This design comes from an exercise in tuning for small area on the open sky130 flow, not from production work.
The RTL was checked by simulation tests, not by an equivalence proof against the original design.
No driver is modelled on the clock port, so clocking that relies on it looks cheaper here than on a real chip.
Power figures rest on the tool's default switching activity, not on a simulated workload.

==> flow/design.v (excerpt) <==
module leveltwo_top
#(
    parameter int META_DELAY = 4
) (
    input  wire  logic                                    clk_i,
    input  wire  logic                                    arst_n_i,
    input  wire  logic [l2_pkg::NTIO*l2_pkg::TRIG_W-1:0]  tio_trig_i,
    input  wire  logic [l2_pkg::NTIO*l2_pkg::META_W-1:0]  tio_meta_i,
    input  wire  logic                                    holdoff_i,
    input  wire  logic                                    dead_i,
    input  wire  logic                                    logictype_i,
    input  wire  logic                                    rf_en_i,
    input  wire  logic [l2_pkg::MASK_LF_LSB+1:0]          mask_i,
    output logic [l2_pkg::NTIO*l2_pkg::META_W-1:0]        tio_meta_o,
    output logic [l2_pkg::NPOL*l2_pkg::NSECT-1:0]         leveltwo_o,
    output logic [l2_pkg::NPOL-1:0]                       mie_o,
    output logic [1:0]                                    lf_o,
    output logic                                          aux_o,
    output logic                                          levelthree_o,
    output logic                                          trig_o
);
    localparam int NTIO        = l2_pkg::NTIO;
    localparam int NSECT       = l2_pkg::NSECT;
    localparam int NPOL        = l2_pkg::NPOL;
    localparam int NREGION     = l2_pkg::NREGION;
    localparam int NSLOT       = l2_pkg::NSLOT;
    localparam int SLOT_W      = l2_pkg::SLOT_W;
    localparam int META_W      = l2_pkg::META_W;
    localparam int TRIG_W      = l2_pkg::TRIG_W;
    localparam int LF_BIT      = l2_pkg::LF_BIT;
    localparam int AUX_BIT     = l2_pkg::AUX_BIT;
    localparam int MASK_LF_LSB = l2_pkg::MASK_LF_LSB;
    localparam int MW          = NTIO*META_W;
    localparam int NS          = NPOL*NSECT;
    logic [META_DELAY-1:0] por_q;
    always_ff @(posedge clk_i or negedge arst_n_i) begin
        if (!arst_n_i) por_q <= '0;
        else           por_q <= {por_q[META_DELAY-2:0], 1'b1};
    end
    logic [MW-1:0] meta_q [META_DELAY];
    always_ff @(posedge clk_i) begin
        meta_q[0] <= tio_meta_i;
        for (int i = 1; i < META_DELAY; i++) begin
            meta_q[i] <= meta_q[i-1];
        end
    end
    assign tio_meta_o = meta_q[META_DELAY-1] & {MW{por_q[META_DELAY-1]}};
    logic [MW-1:0]   m2, m3;
    logic [NS-1:0]   mask_q;
    logic            logictype_q;
  ...
For scale: ~1100 flip-flops, about 610 I/O pins.
clock: 3.0 ns
lec_check: 0
cap_margin: 10
core_margin: 2
core_utilization: 70
gpl_timing_driven: 0
slew_margin: 10
standard.sh (not shown) runs the stock make flow with config.mk's settings and CLKGATE_MAP_FILE= SYNTH_SCRIPT=/design/flow/synth_recipe.tcl, a recipe that flattens the netlist after the stock synthesis.
==> flow/flow/run.sh <==
#!/bin/bash
# The standard layout (standard.sh) with buf_1 port buffers, hold repair
# with plain buffers only, and CTS without dummy loads.
set -euo pipefail
export IN_BUF_CELL=sky130_fd_sc_hd__buf_1
export PRE_GLOBAL_PLACE_TCL=$PWD/flow/pre_gpl.tcl
export BUFFER_PORTS_ARGS="-outputs -buffer_cell sky130_fd_sc_hd__buf_1"
export CTS_ARGS="-sink_clustering_enable -repair_clock_nets -dont_use_dummy_load -sink_clustering_size 37 -sink_clustering_max_diameter 60"
export PRE_CTS_TCL=$PWD/flow/no_dly.tcl
export PRE_GLOBAL_ROUTE_TCL=$PWD/flow/no_dly.tcl
export PRE_DETAIL_ROUTE_TCL=$PWD/flow/no_dly.tcl
bash standard.sh finish > standard_flow.log 2>&1
==> flow/flow/no_dly.tcl <==
# repair hold with plain buffers rather than the large delay cells
set_dont_use [get_lib_cells {sky130_fd_sc_hd__dlygate* sky130_fd_sc_hd__clkdlybuf* sky130_fd_sc_hd__dlymetal*}]
==> flow/flow/pre_gpl.tcl <==
# as the timing-driven standard flow does, drop synthesis buffers first
remove_buffers
# inputs get their own port buffer cell; outputs are buffered by the
# standard buffer_ports call (BUFFER_PORTS_ARGS in run.sh)
buffer_ports -inputs -buffer_cell $::env(IN_BUF_CELL)
Next try:
==> flow/flow/run.sh (replaced) <==
#!/bin/bash
# The standard layout (standard.sh), with the port buffers chosen here:
# a delay cell on each input, buf_1 on each output; and CTS buffer options.
set -euo pipefail
export IN_BUF_CELL=sky130_fd_sc_hd__dlygate4sd1_1
export PRE_GLOBAL_PLACE_TCL=$PWD/flow/pre_gpl.tcl
export BUFFER_PORTS_ARGS="-outputs -buffer_cell sky130_fd_sc_hd__buf_1"
bash standard.sh finish > standard_flow.log 2>&1
==> flow/flow/pre_gpl.tcl (replaced) <==
# inputs get a delay-cell buffer (hold on input-to-register paths),
# outputs get buf_1 (BUFFER_PORTS_ARGS in run.sh)
buffer_ports -inputs -buffer_cell $::env(IN_BUF_CELL)
- CAP_MARGIN: 10 -> 20
- CORE_UTILIZATION: 70 -> 75
- CTS_BUF_LIST: default -> sky130_fd_sc_hd__clkbuf_8
- GPL_TIMING_DRIVEN: 0 -> default
- SLEW_MARGIN: 10 -> 20
removed: flow/flow/no_dly.tcl
After rerunning: The changed run aborted during 5_1_grt; area after synthesis does not change; synthesized cell count stays the same.
Next try:
==> flow/flow/run.sh (replaced) <==
#!/bin/bash
# The standard layout (standard.sh) with buf_1 port buffers, hold repair
# with plain buffers only, and CTS without dummy loads.
set -euo pipefail
export IN_BUF_CELL=sky130_fd_sc_hd__buf_1
export PRE_GLOBAL_PLACE_TCL=$PWD/flow/pre_gpl.tcl
export BUFFER_PORTS_ARGS="-outputs -buffer_cell sky130_fd_sc_hd__buf_1"
export CTS_ARGS="-sink_clustering_enable -repair_clock_nets -dont_use_dummy_load -sink_clustering_size 40 -sink_clustering_max_diameter 45"
export PRE_CTS_TCL=$PWD/flow/no_dly.tcl
export PRE_GLOBAL_ROUTE_TCL=$PWD/flow/no_dly.tcl
export PRE_DETAIL_ROUTE_TCL=$PWD/flow/no_dly.tcl
bash standard.sh finish > standard_flow.log 2>&1
==> flow/flow/no_dly.tcl (new file) <==
# repair hold with plain buffers rather than the large delay cells
set_dont_use [get_lib_cells {sky130_fd_sc_hd__dlygate* sky130_fd_sc_hd__clkdlybuf* sky130_fd_sc_hd__dlymetal*}]
==> flow/flow/pre_gpl.tcl (replaced) <==
# as the timing-driven standard flow does, drop synthesis buffers first
remove_buffers
# inputs get their own port buffer cell; outputs are buffered by the
# standard buffer_ports call (BUFFER_PORTS_ARGS in run.sh)
buffer_ports -inputs -buffer_cell $::env(IN_BUF_CELL)
- CAP_MARGIN: 20 -> 10
- CORE_UTILIZATION: 75 -> 70
- CTS_BUF_LIST: sky130_fd_sc_hd__clkbuf_8 -> default
- GPL_TIMING_DRIVEN: default -> 0
- SLEW_MARGIN: 20 -> 10
Effect:
- Now the flow finished with timing, DRC and antenna clean
- synthesized cell count is unchanged
- synthesized area does not change


== maple ==
leveltwo_top again, from the RTL that the note above started with.
==> flow/config.mk <==
export PLATFORM = sky130hd
export DESIGN_NAME = leveltwo_top
export DESIGN_NICKNAME = leveltwo_top
export VERILOG_FILES = /design/flow/design.v
export SDC_FILE = /design/flow/constraint.sdc
export NUM_CORES = 4
export LEC_CHECK = 0
export CAP_MARGIN = 10
export CORE_MARGIN = 2
export CORE_UTILIZATION = 66
export GPL_TIMING_DRIVEN = 0
export SLEW_MARGIN = 10
==> flow/constraint.sdc <==
create_clock -name core_clock -period 3.0 [get_ports {clk_i}]
set_input_delay 0.6000 -clock core_clock [delete_from_list [all_inputs] [get_ports {clk_i}]]
set_output_delay 0.6000 -clock core_clock [all_outputs]
set_load 0.01 [all_outputs]
==> flow/flow/run.sh <==
#!/bin/bash
# The standard layout (standard.sh) with buf_1 port buffers, hold repair
# with plain buffers only, and CTS without dummy loads.
set -euo pipefail
export IN_BUF_CELL=sky130_fd_sc_hd__buf_1
export PRE_GLOBAL_PLACE_TCL=$PWD/flow/pre_gpl.tcl
export BUFFER_PORTS_ARGS="-outputs -buffer_cell sky130_fd_sc_hd__buf_1"
export CTS_ARGS="-sink_clustering_enable -repair_clock_nets -dont_use_dummy_load -sink_clustering_size 34 -sink_clustering_max_diameter 70"
export PRE_CTS_TCL=$PWD/flow/no_dly.tcl
export PRE_GLOBAL_ROUTE_TCL=$PWD/flow/no_dly.tcl
export PRE_DETAIL_ROUTE_TCL=$PWD/flow/no_dly.tcl
bash standard.sh finish > standard_flow.log 2>&1
==> flow/flow/no_dly.tcl <==
# repair hold with plain buffers rather than the large delay cells
set_dont_use [get_lib_cells {sky130_fd_sc_hd__dlygate* sky130_fd_sc_hd__clkdlybuf* sky130_fd_sc_hd__dlymetal*}]
==> flow/flow/pre_gpl.tcl <==
# inputs get their own port buffer cell; outputs are buffered by the
# standard buffer_ports call (BUFFER_PORTS_ARGS in run.sh)
buffer_ports -inputs -buffer_cell $::env(IN_BUF_CELL)
Setup changes, maple to cedar
-- flow/flow/pre_gpl.tcl --
<<< maple, line 1
# inputs get their own port buffer cell; outputs are buffered by the
>>> cedar, line 1
# as the timing-driven standard flow does, drop synthesis buffers first
remove_buffers
# inputs get their own port buffer cell; outputs are buffered by the
-- flow/config.mk --
<<< maple, line 9
export CORE_MARGIN = 2
export CORE_UTILIZATION = 66
export GPL_TIMING_DRIVEN = 0
>>> cedar, line 9
export CORE_MARGIN = 2
export CORE_UTILIZATION = 70
export GPL_TIMING_DRIVEN = 0
## What came out
Max achievable clock frequency across maple and cedar: cedar
Taking maple as the reference, in cedar x dimension of the die lower, aggregate routed wire length lower, global-route wire length before repair lower.
--- input diff cedar..violet ---
==> flow/flow/run.sh <==
#!/bin/bash
# The standard layout (standard.sh), with the port buffers chosen here:
# a delay cell on each input, buf_1 on each output; and CTS buffer options.
set -euo pipefail
export IN_BUF_CELL=sky130_fd_sc_hd__dlygate4sd1_1
export PRE_GLOBAL_PLACE_TCL=$PWD/flow/pre_gpl.tcl
export BUFFER_PORTS_ARGS="-outputs -buffer_cell sky130_fd_sc_hd__buf_1"
bash standard.sh finish > standard_flow.log 2>&1
==> flow/flow/pre_gpl.tcl <==
# inputs get a delay-cell buffer (hold on input-to-register paths),
# outputs get buf_1 (BUFFER_PORTS_ARGS in run.sh)
buffer_ports -inputs -buffer_cell $::env(IN_BUF_CELL)
-- flow/config.mk --
<<< cedar, line 7
export LEC_CHECK = 0
export CAP_MARGIN = 10
export CORE_MARGIN = 2
export CORE_UTILIZATION = 70
export GPL_TIMING_DRIVEN = 0
export SLEW_MARGIN = 10
>>> violet, line 7
export LEC_CHECK = 0
export CAP_MARGIN = 20
export CORE_MARGIN = 2
export CORE_UTILIZATION = 62
export SLEW_MARGIN = 20
removed: flow/flow/no_dly.tcl
Re combinational power share: violet is 0.3 points down on cedar.
Status | violet and cedar | clean
Total wire length for violet: about 14% up relative to cedar
Compared with cedar, violet shows a via count of the first global-routing pass that is about 11% higher.
From cedar to violet the numbers moved as follows: reported max-cap violation count stayed essentially flat; number of cells in the finished layout apart from fillers rose by 7.3%.
Setup changes, violet to juniper
==> flow/flow/run.sh <==
#!/bin/bash
# The standard layout (standard.sh) with buf_1 port buffers, hold repair
# with plain buffers only, and CTS without dummy loads.
set -euo pipefail
export IN_BUF_CELL=sky130_fd_sc_hd__buf_1
export PRE_GLOBAL_PLACE_TCL=$PWD/flow/pre_gpl.tcl
export BUFFER_PORTS_ARGS="-outputs -buffer_cell sky130_fd_sc_hd__buf_1"
export CTS_ARGS="-sink_clustering_enable -repair_clock_nets -dont_use_dummy_load -sink_clustering_size 30 -sink_clustering_max_diameter 60"
export PRE_CTS_TCL=$PWD/flow/no_dly.tcl
export PRE_GLOBAL_ROUTE_TCL=$PWD/flow/no_dly.tcl
export PRE_DETAIL_ROUTE_TCL=$PWD/flow/no_dly.tcl
bash standard.sh finish > standard_flow.log 2>&1
==> flow/flow/no_dly.tcl (new file) <==
# repair hold with plain buffers rather than the large delay cells
set_dont_use [get_lib_cells {sky130_fd_sc_hd__dlygate* sky130_fd_sc_hd__clkdlybuf* sky130_fd_sc_hd__dlymetal*}]
==> flow/flow/pre_gpl.tcl <==
# inputs get their own port buffer cell; outputs are buffered by the
# standard buffer_ports call (BUFFER_PORTS_ARGS in run.sh)
buffer_ports -inputs -buffer_cell $::env(IN_BUF_CELL)
-- flow/config.mk --
<<< violet, line 10
export CORE_UTILIZATION = 62
export SLEW_MARGIN = 20
>>> juniper, line 10
export CORE_UTILIZATION = 62
export GPL_TIMING_DRIVEN = 0
export SLEW_MARGIN = 20
Notes after the runs:
Relative to violet, first-pass GRT wire length has gone down in juniper.
The maximum frequency was comparable across juniper and violet.
Internal cell power: juniper vs violet down 21%
Cell count after placement (juniper vs. violet) increases by more than 10%
juniper ended with more met3 wire length than violet.
juniper closes out successfully: all stages finished, all timing, DRC and antenna checks passed.
Relative to juniper, the following input files were edited for nickel:
-- flow/flow/run.sh --
<<< juniper, line 7
export BUFFER_PORTS_ARGS="-outputs -buffer_cell sky130_fd_sc_hd__buf_1"
export CTS_ARGS="-sink_clustering_enable -repair_clock_nets -dont_use_dummy_load -sink_clustering_size 30 -sink_clustering_max_diameter 60"
export PRE_CTS_TCL=$PWD/flow/no_dly.tcl
>>> nickel, line 7
export BUFFER_PORTS_ARGS="-outputs -buffer_cell sky130_fd_sc_hd__buf_1"
export CTS_ARGS="-sink_clustering_enable -repair_clock_nets -dont_use_dummy_load -sink_clustering_size 20 -sink_clustering_max_diameter 50 -buf_list sky130_fd_sc_hd__clkbuf_8"
export PRE_CTS_TCL=$PWD/flow/no_dly.tcl
-- flow/config.mk --
<<< juniper, line 9
export CORE_MARGIN = 2
export CORE_UTILIZATION = 62
export GPL_TIMING_DRIVEN = 0
>>> nickel, line 9
export CORE_MARGIN = 2
export CORE_UTILIZATION = 66
export GPL_TIMING_DRIVEN = 0
## What came out
On final worst setup slack, the lower figure sits with juniper, not nickel. juniper → nickel: power after layout shrank by 3.4%; wire length up 0.30%. In nickel the final-layout clock buffer total turned out 41% higher than in juniper. Summary of nickel over juniper: area added between synthesis and finish +1.2 points, measured slew at the worst slew-check pin +33 ps, horizontal die dimension -about 3%. Global-route usage: nickel > juniper. Final cycle utilization of the critical path: nickel lower than juniper. [nickel] met3 global-route usage fell 0.42 points relative to juniper.


main:
leveltwo_top, a different RTL version from the one above (not shown whole).
For scale: ~1,700 cells after synthesis, ~27,000 µm² of cells after synthesis.
Settings: LEC_CHECK=0, CAP_MARGIN=10, CORE_MARGIN=2, CORE_UTILIZATION=70, GPL_TIMING_DRIVEN=0, SLEW_MARGIN=10, SYNTH_HIERARCHICAL=1; clock period 3.0 ns.
==> flow/flow/run.sh <==
#!/bin/bash
# The standard layout (standard.sh) with buf_1 port buffers, hold repair
# with plain buffers only, and CTS without dummy loads.
set -euo pipefail
export IN_BUF_CELL=sky130_fd_sc_hd__buf_1
export PRE_GLOBAL_PLACE_TCL=$PWD/flow/pre_gpl.tcl
export BUFFER_PORTS_ARGS="-outputs -buffer_cell sky130_fd_sc_hd__buf_1"
export CTS_ARGS="-sink_clustering_enable -repair_clock_nets -dont_use_dummy_load -sink_clustering_size 30 -sink_clustering_max_diameter 60"
export PRE_CTS_TCL=$PWD/flow/no_dly.tcl
export PRE_GLOBAL_ROUTE_TCL=$PWD/flow/no_dly.tcl
export PRE_DETAIL_ROUTE_TCL=$PWD/flow/no_dly.tcl
bash standard.sh finish > standard_flow.log 2>&1
==> flow/flow/no_dly.tcl <==
# repair hold with plain buffers rather than the large delay cells
set_dont_use [get_lib_cells {sky130_fd_sc_hd__dlygate* sky130_fd_sc_hd__clkdlybuf* sky130_fd_sc_hd__dlymetal*}]
==> flow/flow/pre_gpl.tcl <==
# as the timing-driven standard flow does, drop synthesis buffers first
remove_buffers
# inputs get their own port buffer cell; outputs are buffered by the
# standard buffer_ports call (BUFFER_PORTS_ARGS in run.sh)
buffer_ports -inputs -buffer_cell $::env(IN_BUF_CELL)
diff inputs: main => the feature branch
- swapping 70 for 72 in CORE_UTILIZATION
-- flow/flow/run.sh --
<<< main, line 8
export CTS_ARGS="-sink_clustering_enable -repair_clock_nets -dont_use_dummy_load -sink_clustering_size 30 -sink_clustering_max_diameter 60"
>>> the feature branch, line 8
export CTS_ARGS="-sink_clustering_enable -repair_clock_nets -dont_use_dummy_load -sink_clustering_size 36 -sink_clustering_max_diameter 100"
-- flow/flow/pre_gpl.tcl --
<<< main, line 3
>>> the feature branch, line 3
# start every cell from its smallest drive strength; repair_design and
# repair_timing size up what the timing and slew limits need
set n_down 0
foreach inst [get_cells *] {
  set ref [get_property $inst ref_name]
  if {![regexp {^(sky130_fd_sc_hd__[a-z0-9]+)_([0-9]+)$} $ref -> base drive]} { continue }
  if {$drive <= 1 || [regexp {tap|conb|fill|decap|diode} $base]} { continue }
  foreach d {1 0} {
    set cand [get_lib_cells -quiet "*/${base}_$d"]
    if {[llength $cand] > 0 && ![get_property [lindex $cand 0] dont_use]} {
      replace_cell $inst [lindex $cand 0]
      incr n_down
      break
    }
  }
}
puts "downsized $n_down cells"
==> comparison <==
For main, the destination of the critical timing path was tio_meta_o[122], unlike the feature branch, where it was tio_meta_o[152].
Critical path depth: the feature branch < main
The feature branch consumes less power than main does.
The lower final instance area of main and the feature branch is in the feature branch.
The feature branch | status: complete | timing, DRC, antenna: pass

## re-timing with driven ports
The results above use ideal ports. As a check the final layouts listed here were re-extracted and re-timed, cells and wires unchanged. Step 1 sets driving cells, clkbuf_16 on the clock port and buf_2 on the other inputs (assumed; they add their load-dependent delay and slew). Step 2 moves the port delays by t, midway between the first and last clock arrival at a register: inputs arrive t later, outputs are due t later. That takes back most of the time a late clock gives input paths. Three values: ideal ports, drivers, drivers and shift; two values: the first two.
| run | t (ns) | setup slack, ns | worst setup path at the end |
|---|---|---|---|
| the first run of note 1 | 0.635 | 0.112 / 0.112 / 0.112 | register to register |
| the third run of note 1 | 0.672 | 0.119 / 0.069 / 0.119 | register to register |
| maple | 0.621 | 0.079 / 0.021 / 0.096 | register to register |
| cedar | 0.621 | 0.125 / 0.125 / 0.125 | register to register |
| violet | 0.702 | 0.053 / 0.053 / 0.053 | register to register |
| juniper | 0.662 | 0.057 / 0.057 / 0.057 | register to register |
| nickel | 0.689 | 0.078 / 0.051 / 0.078 | register to register |
| main | 0.643 | 0.115 / 0.060 / 0.703 | register to output |
| the feature branch | 0.641 | 0.180 / 0.127 / 0.768 | register to output |
After both steps setup and hold are still met in every run listed.
